What follows belongs to an exercise in optimizing a design on an open flow for a short achievable clock period and few clock cycles per item; a production flow would make more cautious choices. Where RTL was checked, it was by simulation tests only, not by an equivalence proof against the original. No activity file was given, so power comes from the tool's default toggle rates.

==> flow/design.v (excerpt) <==
module axi4_lite_regfile_slave #(
  parameter int ADDRESS    = 32,
  parameter int DATA_WIDTH = 32,
  parameter int NUM_REGS   = 32
) (
  input  logic                    ACLK,
  input  logic                    ARESETN,
  input  logic [ADDRESS-1:0]      S_AWADDR,
  input  logic                    S_AWVALID,
  output logic                    S_AWREADY,
  input  logic [DATA_WIDTH-1:0]   S_WDATA,
  input  logic [DATA_WIDTH/8-1:0] S_WSTRB,
  input  logic                    S_WVALID,
  output logic                    S_WREADY,
  output logic [1:0]              S_BRESP,
  output logic                    S_BVALID,
  input  logic                    S_BREADY,
  input  logic [ADDRESS-1:0]      S_ARADDR,
  input  logic                    S_ARVALID,
  output logic                    S_ARREADY,
  output logic [DATA_WIDTH-1:0]   S_RDATA,
  output logic [1:0]              S_RRESP,
  output logic                    S_RVALID,
  input  logic                    S_RREADY
);
  localparam int SW    = DATA_WIDTH / 8;
  localparam int OFS   = $clog2(SW);
  localparam int IDX_W = (NUM_REGS > 1) ? $clog2(NUM_REGS) : 1;
  localparam logic [ADDRESS-1:0] NREGS_A = ADDRESS'(NUM_REGS);
  logic                  aw_v, w_v, cm;
  logic [IDX_W-1:0]      aw_idx;
  logic                  aw_ok;
  logic [DATA_WIDTH-1:0] w_data;
  logic [SW-1:0]         w_strb;
  logic                  awready_q, wready_q;
  logic                  aw_hs, w_hs, do_wr, wr_ok_eff, in_aw_ok;
  logic [ADDRESS-1:0]    in_aw_word;
  logic [1:0]            b_cnt, b_cnt_n, b_c1;
  logic                  b_e0, b_e1, b_e0_n, b_e1_n;
  logic                  bvalid_q, b_pop;
  logic [1:0]            r_cnt, r_cnt_n, r_c1;
  ...
Size: about 1100 flip-flops, ~150 I/O pins, ~0.053 mm2 of cells after synthesis.
Settings: LEC_CHECK=0, ABC_CLOCK_PERIOD_IN_PS=2000, CAP_MARGIN=20, CORE_MARGIN=2, CORE_UTILIZATION=40, SETUP_SLACK_MARGIN=2.5, SLEW_MARGIN=20; clock period 5.0 ns.
run.sh (not shown) runs the stock make flow with config.mk's settings and CLKGATE_MAP_FILE= SYNTH_SCRIPT=/design/flow/synth_recipe.tcl, a recipe that flattens the netlist after the stock synthesis.
The first run finished clean.
==> next run, changes <==
- SETUP_SLACK_MARGIN: 2.5 -> 3.2
Final area goes up by 16%. Sequential cell count does not change. Sequential share of layout area goes down by 6.3 points. Wire length goes up by 20%. Clock-buffer cell count goes up by 5. Clock skew goes down by 0.0077 ns. Final cell count goes up by 6.1%. Non-clock buffer count goes up by 324.
Function was not checked in any run of this note: the RTL went through the layout flow alone.

* * *

The RTL this note starts from:
==> flow/design.v <==
module axi4_lite_regfile_slave #(
  parameter int ADDRESS    = 32,
  parameter int DATA_WIDTH = 32,
  parameter int NUM_REGS   = 32
) (
  input  logic                    ACLK,
  input  logic                    ARESETN,
  input  logic [ADDRESS-1:0]      S_AWADDR,
  input  logic                    S_AWVALID,
  output logic                    S_AWREADY,
  input  logic [DATA_WIDTH-1:0]   S_WDATA,
  input  logic [DATA_WIDTH/8-1:0] S_WSTRB,
  input  logic                    S_WVALID,
  output logic                    S_WREADY,
  output logic [1:0]              S_BRESP,
  output logic                    S_BVALID,
  input  logic                    S_BREADY,
  input  logic [ADDRESS-1:0]      S_ARADDR,
  input  logic                    S_ARVALID,
  output logic                    S_ARREADY,
  output logic [DATA_WIDTH-1:0]   S_RDATA,
  output logic [1:0]              S_RRESP,
  output logic                    S_RVALID,
  input  logic                    S_RREADY
);
  localparam int SW    = DATA_WIDTH / 8;
  localparam int OFS   = $clog2(SW);
  localparam int IDX_W = (NUM_REGS > 1) ? $clog2(NUM_REGS) : 1;
  localparam logic [ADDRESS-1:0] NREGS_A = ADDRESS'(NUM_REGS);
  logic [NUM_REGS-1:0][DATA_WIDTH-1:0] mem;
  logic                  aw_v, w_v, cm;
  logic [NUM_REGS-1:0]   aw_sel;    
  logic                  aw_ok;
  logic [DATA_WIDTH-1:0] w_data;
  logic [SW-1:0]         w_strb;
  logic                  awready_q, wready_q;    
  logic                  aw_busy, w_busy;        
  logic                  aw_hs, w_hs, do_wr, wr_err, in_aw_ok;
  logic [ADDRESS-1:0]    in_aw_word;
  logic                  bvalid_q, b_nv0, b_v1, b_e0, b_e1, b_pop, b_u0, b_u1;
  logic                  b_v0_n, b_v1_n, aw_v_n, w_v_n;
  assign aw_hs      = S_AWVALID & ~aw_busy;
  assign w_hs       = S_WVALID & ~w_busy;
  assign do_wr      = (aw_v | aw_hs) & (w_v | w_hs);
  assign in_aw_word = S_AWADDR >> OFS;
  assign in_aw_ok   = in_aw_word < NREGS_A;
  assign wr_err     = aw_v ? ~aw_ok : ~in_aw_ok;
  assign b_pop  = ~b_nv0 & S_BREADY;
  assign b_u0   = b_pop ? b_v1 : ~b_nv0;    
  assign b_u1   = ~b_pop & b_v1;
  assign b_v0_n = b_u0 | do_wr;
  assign b_v1_n = b_u1 | (do_wr & b_u0);
  assign aw_v_n = (aw_v | aw_hs) & ~do_wr;
  assign w_v_n  = (w_v | w_hs) & ~do_wr;
  always_ff @(posedge ACLK or negedge ARESETN) begin
    if (!ARESETN) begin
      aw_v      <= 1'b0;
      w_v       <= 1'b0;
      cm        <= 1'b0;
      awready_q <= 1'b0;
      wready_q  <= 1'b0;
      aw_busy   <= 1'b1;
      w_busy    <= 1'b1;
      bvalid_q  <= 1'b0;
      b_nv0     <= 1'b1;
      b_v1      <= 1'b0;
    end else begin
      aw_v      <= aw_v_n;
      w_v       <= w_v_n;
      cm        <= do_wr;
      awready_q <= ~aw_v_n & ~b_v1_n;
      wready_q  <= ~w_v_n & ~b_v1_n;
      aw_busy   <= aw_v_n | b_v1_n;
      w_busy    <= w_v_n | b_v1_n;
      bvalid_q  <= b_v0_n;
      b_nv0     <= ~b_v0_n;
      b_v1      <= b_v1_n;
    end
  end
  always_ff @(posedge ACLK) begin
    if (aw_hs) begin
      aw_ok <= in_aw_ok;
      for (int r = 0; r < NUM_REGS; r++)
        aw_sel[r] <= in_aw_word[IDX_W-1:0] == IDX_W'(r);
    end
    if (w_hs) begin
      w_data <= S_WDATA;
      w_strb <= S_WSTRB;
    end
    if (do_wr & ~b_u0)  b_e0 <= wr_err;
    else if (b_pop)     b_e0 <= b_e1;
    if (do_wr & b_u0)   b_e1 <= wr_err;
  end
  always_ff @(posedge ACLK or negedge ARESETN) begin
    if (!ARESETN) mem <= '0;
    else
      for (int r = 0; r < NUM_REGS; r++)
        for (int i = 0; i < SW; i++)
          if (cm && aw_ok && aw_sel[r] && w_strb[i])
            mem[r][8*i +: 8] <= w_data[8*i +: 8];
  end
  logic                  p_v, p_ok;
  logic [NUM_REGS-1:0]   p_sel;
  logic                  arready_q, r_busy, ar_hs, rd_ok;
  logic [ADDRESS-1:0]    rd_word;
  logic [DATA_WIDTH-1:0] rd_val;
  logic                  rvalid_q, r_nv0, r_v1, r_v2, r_pop, r_u0, r_u1, r_u2;
  logic                  r_v0_n, r_v1_n, r_v2_n, r_ld0, r_ld1, r_ld2;
  logic [DATA_WIDTH-1:0] r_d0, r_d1, r_d2;
  logic                  r_e0, r_e1, r_e2;
  assign ar_hs   = S_ARVALID & ~r_busy;
  assign rd_word = S_ARADDR >> OFS;
  assign rd_ok   = rd_word < NREGS_A;
  always_comb begin
    rd_val = '0;
    for (int r = 0; r < NUM_REGS; r++)
      rd_val = rd_val | (mem[r] & {DATA_WIDTH{p_sel[r]}});
    if (!p_ok) rd_val = '0;
  end
  assign r_pop  = ~r_nv0 & S_RREADY;
  assign r_u0   = r_pop ? r_v1 : ~r_nv0;    
  assign r_u1   = r_pop ? r_v2 : r_v1;
  assign r_u2   = ~r_pop & r_v2;
  assign r_ld0  = p_v & ~r_u0;
  assign r_ld1  = p_v & r_u0 & ~r_u1;
  assign r_ld2  = p_v & r_u1;
  assign r_v0_n = r_u0 | p_v;
  assign r_v1_n = r_u1 | (p_v & r_u0);
  assign r_v2_n = r_u2 | (p_v & r_u1);
  always_ff @(posedge ACLK or negedge ARESETN) begin
    if (!ARESETN) begin
      p_v       <= 1'b0;
      arready_q <= 1'b0;
      r_busy    <= 1'b1;
      rvalid_q  <= 1'b0;
      r_nv0     <= 1'b1;
      r_v1      <= 1'b0;
      r_v2      <= 1'b0;
    end else begin
      p_v       <= ar_hs;
      arready_q <= ~r_v2_n & ~(r_v1_n & ar_hs);
      r_busy    <= r_v2_n | (r_v1_n & ar_hs);
      rvalid_q  <= r_v0_n;
      r_nv0     <= ~r_v0_n;
      r_v1      <= r_v1_n;
      r_v2      <= r_v2_n;
    end
  end
  always_ff @(posedge ACLK) begin
    p_ok <= rd_ok;
    for (int r = 0; r < NUM_REGS; r++)
      p_sel[r] <= rd_word[IDX_W-1:0] == IDX_W'(r);
    if (r_ld0) begin
      r_d0 <= rd_val;
      r_e0 <= ~p_ok;
    end else if (r_pop) begin
      r_d0 <= r_d1;
      r_e0 <= r_e1;
    end
    if (r_ld1) begin
      r_d1 <= rd_val;
      r_e1 <= ~p_ok;
    end else if (r_pop) begin
      r_d1 <= r_d2;
      r_e1 <= r_e2;
    end
    if (r_ld2) begin
      r_d2 <= rd_val;
      r_e2 <= ~p_ok;
    end
  end
  assign S_AWREADY = awready_q;
  assign S_WREADY  = wready_q;
  assign S_ARREADY = arready_q;
  assign S_BVALID  = bvalid_q;
  assign S_BRESP   = {b_e0, 1'b0};
  assign S_RVALID  = rvalid_q;
  assign S_RRESP   = {r_e0, 1'b0};
  assign S_RDATA   = r_d0;
endmodule
clock: 5.0 ns
lec_check: 0
abc_clock_period_in_ps: 2000
cap_margin: 20
core_margin: 2
core_utilization: 55
place_density: 0.68
setup_slack_margin: 3.3
slew_margin: 20
The first run died in final report.
Testbench counts at the start, summed over its fixed seeds: cycles 17,099, items 32,000.
Next try:
--- a/flow/config.mk
+++ b/flow/config.mk
@@ -10,4 +10,6 @@
 export CORE_MARGIN = 2
-export CORE_UTILIZATION = 55
-export PLACE_DENSITY = 0.68
+export CORE_UTILIZATION = 65
+export CTS_CLUSTER_DIAMETER = 60
+export CTS_CLUSTER_SIZE = 20
+export PLACE_DENSITY = 0.75
 export SETUP_SLACK_MARGIN = 3.3
The new run produced a clean layout.
Routed wire length came out higher by 14%.
Global-route usage rose by 9.1 points.
Area after synthesis does not change.
Synthesized cell count is unchanged.
Via count rises by 6.5%.
First-iteration DRC count grows by 18%.
Next try:
--- a/flow/config.mk
+++ b/flow/config.mk
@@ -10,6 +10,6 @@
 export CORE_MARGIN = 2
-export CORE_UTILIZATION = 65
+export CORE_UTILIZATION = 55
 export CTS_CLUSTER_DIAMETER = 60
 export CTS_CLUSTER_SIZE = 20
-export PLACE_DENSITY = 0.75
+export PLACE_DENSITY = 0.68
 export SETUP_SLACK_MARGIN = 3.3
Total power went up by 1.3%.
Utilization went down by 13 points.
Flip-flop and latch count stays the same.
Non-clock buffer count went down by 15.
Routed wire length went down by 13%.
Cell area is about the same.
Clock skew went down by 0.020 ns.
Clock power went up by 20%.
Critical path depth went down by 6.
Next try:
--- a/flow/config.mk
+++ b/flow/config.mk
@@ -11,4 +11,4 @@
 export CORE_UTILIZATION = 55
-export CTS_CLUSTER_DIAMETER = 60
-export CTS_CLUSTER_SIZE = 20
+export CTS_CLUSTER_DIAMETER = 45
+export CTS_CLUSTER_SIZE = 16
 export PLACE_DENSITY = 0.68
Effect: Core utilization climbs by 5.7 points; total power increases by 16%; combinational power grows by 26%; setup slack got worse by 0.12 ns.

[re-timing with driven ports]
How much do the figures lean on ideal ports? The routed layouts below were timed once more, with nothing changed but the port constraints.
Step 1: set_driving_cell puts a clkbuf_16 on ACLK and a buf_2 on each other input, an assumption about the parent block.
Step 2 also shifts input and output timing later by t, the mid clock arrival at the registers, as if the neighbouring blocks saw the same clock.
a / b / c = ideal ports / drivers / drivers and shift; a / b = the first two.
run	t, ns	setup slack, ns	pins driven straight from the clock port
the first run of note 1	0.814	2.426 / 2.426 / 1.687	1
the second run of note 1	0.811	2.583 / 2.505 / 1.731	1
the second run of note 2	0.774	2.385 / 2.385 / 1.906	1
the third run of note 2	0.770	2.705 / 2.635 / 2.455	1
the fourth run of note 2	0.825	2.589 / 2.610 / 1.815	1
After both steps every run listed still meets setup and hold. The setup slack of the second run of note 1, which loses most, moves by -0.078 ns with the drivers and by -0.852 ns with both steps.
